Source: an optimization exercise on an open RTL-to-GDS flow (aim: a short achievable clock period and few clock cycles per item). Production flows keep margins and buffers that such runs may drop.
The RTL was checked by simulation tests, not by an equivalence proof against the original design.

==> flow/design.v (outline; a module is shown in full before it is edited, if it fits) <==
// module pulsing_led_level_controller_unit: 1196 lines
module pulsing_led_level_controller_unit (
  input  logic        clk_i,
  input  logic        rst_ni,
  input  logic        in_valid,
  output logic        in_ready,
  input  logic [1:0]  in_command,
  input  logic [31:0] in_now_ms,
  input  logic [31:0] in_last_point_ms,
  input  logic [7:0]  in_red,
  input  logic [7:0]  in_green,
  input  logic [7:0]  in_blue,
  output logic        out_valid,
  input  logic        out_ready,
  output logic [17:0] out_level,
  output logic        out_pulsing,
  output logic [7:0]  out_red,
  output logic [7:0]  out_green,
  output logic [7:0]  out_blue,
  input  logic        psel,
  input  logic        penable,
  input  logic        pwrite,
  input  logic [3:0]  paddr,
  input  logic [31:0] pwdata,
  output logic [31:0] prdata,
  output logic        pready
);
  // ...
==> flow/run.sh <==
#!/bin/bash
# synth_recipe.tcl (not shown) runs the flow's synth.tcl, then flattens the netlist and writes it again
# the make line also repeats each setting of config.mk as NAME=value (left out here)
make -C /OpenROAD-flow-scripts/flow DESIGN_CONFIG=/design/flow/config.mk WORK_HOME=/design/flow/orfs CLKGATE_MAP_FILE= SYNTH_SCRIPT=/design/flow/synth_recipe.tcl finish
==> flow/config.mk <==
export PLATFORM = sky130hd
export DESIGN_NAME = pulsing_led_level_controller_unit
export DESIGN_NICKNAME = pulsing_led_level_controller_unit
export VERILOG_FILES = /design/flow/design.v
export SDC_FILE = /design/flow/constraint.sdc
export NUM_CORES = 4
export LEC_CHECK = 0
export CAP_MARGIN = 20
export CORE_MARGIN = 2
export CORE_UTILIZATION = 40
export SETUP_SLACK_MARGIN = 5
export SLEW_MARGIN = 20
==> flow/constraint.sdc <==
create_clock -name core_clock -period 11.0 [get_ports {clk_i}]
set_input_delay 2.2000 -clock core_clock [delete_from_list [all_inputs] [get_ports {clk_i}]]
set_output_delay 2.2000 -clock core_clock [all_outputs]
set_load 0.01 [all_outputs]
==> results.py, run 1 <==
metrics = {
    "worst_hold_path": {
        "min-delay-start": "lvl8[16]",
    },
    "route": {
        "dr.first_iter.drc_count": 13240,
        "drt-met1-wl_um": 269100,
        "wl_met2_um": 294900,
    },
    "sta": {
        "finalMaxSlewViolations": 0,
        "setup_tns_ns": 0,
        "tightest_slew_ns": 1.384,
        "hold_viol": 0,
    },
    "status": {
        "outcome": "no timing/DRC/antenna violations",
    },
    "finish": {
        "largest_reg_flops": 62,
        "buf_share_pct": 1.663,
        "nets": 23800,
        "top_register": "s1r",
        "final_common_cell": "inv_1",
        "seq_share_pct": 32.11,
    },
    "logic_synthesis": {
        "avgSynthCellArea_um2": 10.67,
        "synth_xor_area_share_pct": 2.703,
        "async_reset_ff_share_pct": 4.164,
        "synth_most_common_cell": "inv_1",
        "synth.cell_area_um2": 210000,
        "synth_common_cells": "2885 x inv_1, 2240 x fa_1, 1912 x and2_1",
        "synth_edf_count": 1413,
        "yosysWarnings": 2,
    },
    "worst_setup_path": {
        "cpMostUsedCell": "inv_1",
        "cp_max_fo": 11,
        "reg2reg_slack_ns": 5.25,
        "crit_path_start": "per_q[1]",
    },
    "placement": {
        "place_ws_ns": 5.087,
    },
    "global_route": {
        "grt_pass1_wl_um": 967600,
    },
}
Testbench counts, summed over its fixed seeds: cycles 10,128, items 9,600.
==> run 2: changes to the inputs <==
==> flow/flow/run.sh (new file) <==
#!/bin/bash
set -uo pipefail
bash standard.sh SETUP_SLACK_MARGIN=7.3 finish > orfs_make.log 2>&1
==> flow/standard.sh (new file) <==
#!/bin/bash
# synth_recipe.tcl (not shown) runs the flow's synth.tcl, then flattens the netlist and writes it again
# the make line also repeats each setting of config.mk as NAME=value (left out here)
make -C /OpenROAD-flow-scripts/flow DESIGN_CONFIG=/design/flow/config.mk WORK_HOME=/design/flow/orfs CLKGATE_MAP_FILE= SYNTH_SCRIPT=/design/flow/synth_recipe.tcl "${@:-finish}"
--- a/flow/config.mk
+++ b/flow/config.mk
@@ -8,5 +8,4 @@
 export CAP_MARGIN = 20
 export CORE_MARGIN = 2
 export CORE_UTILIZATION = 40
-export SETUP_SLACK_MARGIN = 5
 export SLEW_MARGIN = 20
removed: flow/run.sh
==> results.py, run 2 <==
metrics = {
    "sta": {
        "hold_viol": 0,
        "fin_skew_ns": 0.07221,
        "period_needed_ns": 4.558,
        "rsz0062_at_grt": "yes",
        "fmax_mhz": 219.4,
        "relSlewSlack_pct": 6.942,
        "min_period_over_period_pct": 41.44,
        "setup_viol": 0,
        "tightest_slew_ns": 1.357,
        "setup_tns_ns": 0,
        "fin_hold_ws_ns": 0.2994,
        "finalMaxSlewViolations": 0,
    },
    "clock_tree": {
        "insertion_delay_ns": 1.03,
        "cts-root-buf": "clkbuf_16",
        "clk_pin_slew_ns": 0.06,
        "cts_made_buffers": 329,
        "cts_tree": "built",
        "cts-htree-levels": 5,
        "clockBufferDepth": 4,
        "clock_sinks": 2978,
    },
    "logic_synthesis": {
        "synth_common_cells": "2885 x inv_1, 2240 x fa_1, 1912 x and2_1",
        "ys_seq_elements": 2978,
        "async_reset_ff_share_pct": 4.164,
        "ys_seq_area_share_pct": 35.44,
        "synth.cell_area_um2": 210000,
        "synth_top_area_cell": "fa_1",
        "synth_cell_types": 104,
        "synth_edf_count": 1413,
        "avgSynthCellArea_um2": 10.67,
        "synth_top_area_share_pct": 21.35,
        "synth.area.top_cells": "fa_1 21%, edfxtp_1 20%, dfxtp_1 14%, ha_1 10%, and2_1 5.7%",
        "synth_most_common_cell": "inv_1",
        "yosysWarnings": 2,
        "syn_inst": 19670,
        "synth_flop_cell": "dfxtp_1",
    },
    "worst_setup_path": {
        "slowest_stage": "fa_2",
        "startpoint_type": "flip-flop",
        "cp_slowest_stage_delay_ns": 0.59,
        "cp.arrival_ns": 5.45,
        "crit_chain": "buf_6 > buf_12 > buf_8 > fa_2 > fa_1 > fa_1 > ha_4 > inv_1 > o21bai_1 > a21oi_2 > o21ai_2 > nor4_2 > o41a_1 > o21bai_1 > a21oi_1 > xnor2_1",
        "cp-end-kind": "flip-flop",
        "cp_max_fo": 3,
        "critical_path_class": "flip-flop to flip-flop",
        "cp_data_required_time_ns": 11.89,
    },
    "placement": {
        "post-dp-hpwl_um": 460300,
        "routabilityCongestion": 0.9987,
        "portBuffers": 177,
    },
    "die": {
        "initial_core_util_pct": 40.09,
        "num_rows": 266,
        "die-area_um2": 530800,
        "coreArea_um2": 523900,
        "die_y_um": 728.6,
        "ios": 211,
        "die_w_um": 728.6,
    },
    "route": {
        "antenna_left": 0,
        "vias_per_cell": 5.581,
        "wl_per_cell_um": 26.45,
        "dr.first_iter.drc_count": 15920,
        "firstDrtPassIters": 8,
        "drt_wl_total_um": 754200,
        "drc": 0,
        "vias": 159200,
    },
    "finish": {
        "most-common-layout-cells": "2563 x inv_1, 1910 x fa_1, 1611 x and2_1, 1568 x ha_1, 1413 x edfxtp_1",
        "layout-drive-gt1-share_pct": 21.54,
        "final_common_cell": "inv_1",
        "areaGrowthSynthToFinish_pct": 23.21,
        "nets": 25200,
        "top_register": "s1r",
        "largest_reg_flops": 62,
    },
    "worst_hold_path": {
        "hp-class": "flip-flop to flip-flop",
    },
    "global_route": {
        "grt_pass1_wl_um": 1075000,
        "antenna_found_initial": 66,
        "grt_pass1_vias": 159900,
        "grt_usage_pct": 27.27,
        "grt_max_degree": 74,
        "overflow": 0,
    },
    "status": {
        "outcome": "no timing/DRC/antenna violations",
    },
    "run": {
        "drv_cap": 0,
    },
}
==> run 2: path summary, 6_finish.rpt <==
check | start | end | slack (ns) | cells after the start
worst min register to register | c0[18] | c1[18] | 0.30 | 0
worst max-delay path | per_q[3] | km31[18] | 6.44 | 16
worst min-delay path | c0[18] | c1[18] | 0.30 | 0
worst max register to register | per_q[3] | km31[18] | 6.44 | 16
min in group asynchronous | rst_ni | ov_q | 1.11 | 1
max in group asynchronous | rst_ni | per_q[3] | 7.91 | 3
==> run 2: routing by layer <==
| layer | vias up | track usage (%) | share of wire (%) |
|---|---|---|---|
| li1 | 68940 | - | - |
| met2 | 7708 | 43.33 | 45 |
| met5 | - | 0 | 0.019 |
| met4 | 20 | 16.43 | 7.7 |
| met3 | 2402 | 4.891 | 8.6 |
| met1 | 80100 | 34.77 | 38 |
==> run 2: logic make-up after synthesis <==
| group | Yosys count | synth area share, % |
|---|---|---|
| simple gates | 4925 | 12.29 |
| fa+ha+maj | 3936 | 31.46 |
| buf+inv | 3625 | 6.526 |
| compound gates | 3441 | 10.90 |
| flops | 2978 | 35.44 |
| xor+xnor | 648 | 2.703 |
| mux | 119 | 0.6792 |
| other cells | 2 | 0.003576 |
==> run 2: stage by stage <==
stage | std cells | utilization (%) | instance area [um2] | setup slack (ns)
after floorplan | 19690 | - | 211000 | 6.934
after global placement | 26350 | 42.15 | 220800 | 5.074
after detailed placement | 26350 | 42.17 | 220900 | 5.068
after CTS | 27910 | 47.71 | 249900 | 6.433
after global routing | 28490 | 49.38 | 258700 | 6.377
final | 28520 | 49.39 | 258700 | 6.442
==> run 2: layout make-up <==
class                      count  area [um2]
multi-input combinational  13110      131400
timing repair buffer        1827       21080
clock inverter               170        1933
fill                       46490      265100
sequential                  2978       74890
clock buffer                 434        9210
timing repair inverter         1       11.26
inverter                    2889       11110
antenna                      142       355.3
tap                         6968        8718
==> run 2: repair_timing <==
item / 4_1_cts / 5_1_grt
hold buffers: 0 / 0
resized for setup: 2347 / 1217
buffers inserted: 830 / 429
setup endpoints to repair: 1159 / 1003
pin swaps: 869 / 1000
cloned: 127 / 31
==> run 2: worst max-delay path, delay by kind of cell (launching register included) <==
| kind | cells | cell delay (ns) |
|---|---|---|
| flops | 1 | 0.55 |
| fa+ha+maj | 4 | 1.87 |
| xor+xnor | 1 | 0.31 |
| compound gates | 6 | 1.18 |
| simple gates | 1 | 0.09 |
| buf+inv | 4 | 0.45 |

## afterwards: timing with drivers on the ports
Ports are ideal in the flow. The routed layouts listed here were re-timed in OpenROAD. Step 1 assumes that a clkbuf_16 drives the clock port and a buf_2 every other input. Step 2 moves the port delays by t, midway between the first and last clock arrival at a register: inputs arrive t later, outputs are due t later. That takes back most of the time a late clock gives input paths. Three values: no drivers, after step 1, after step 2; two values: the first two.
run | shift t [ns] | setup WS [ns] | worst setup path after step 2
run 1 | 1.085 | 5.255 / 5.255 / 5.255 | register to register
run 2 | 1.108 | 6.442 / 6.442 / 6.412 | input to register
After both steps setup and hold are still met in every run listed. The setup slack of run 2, which loses most, moves by 0.000 ns with the drivers and by -0.030 ns with both steps.
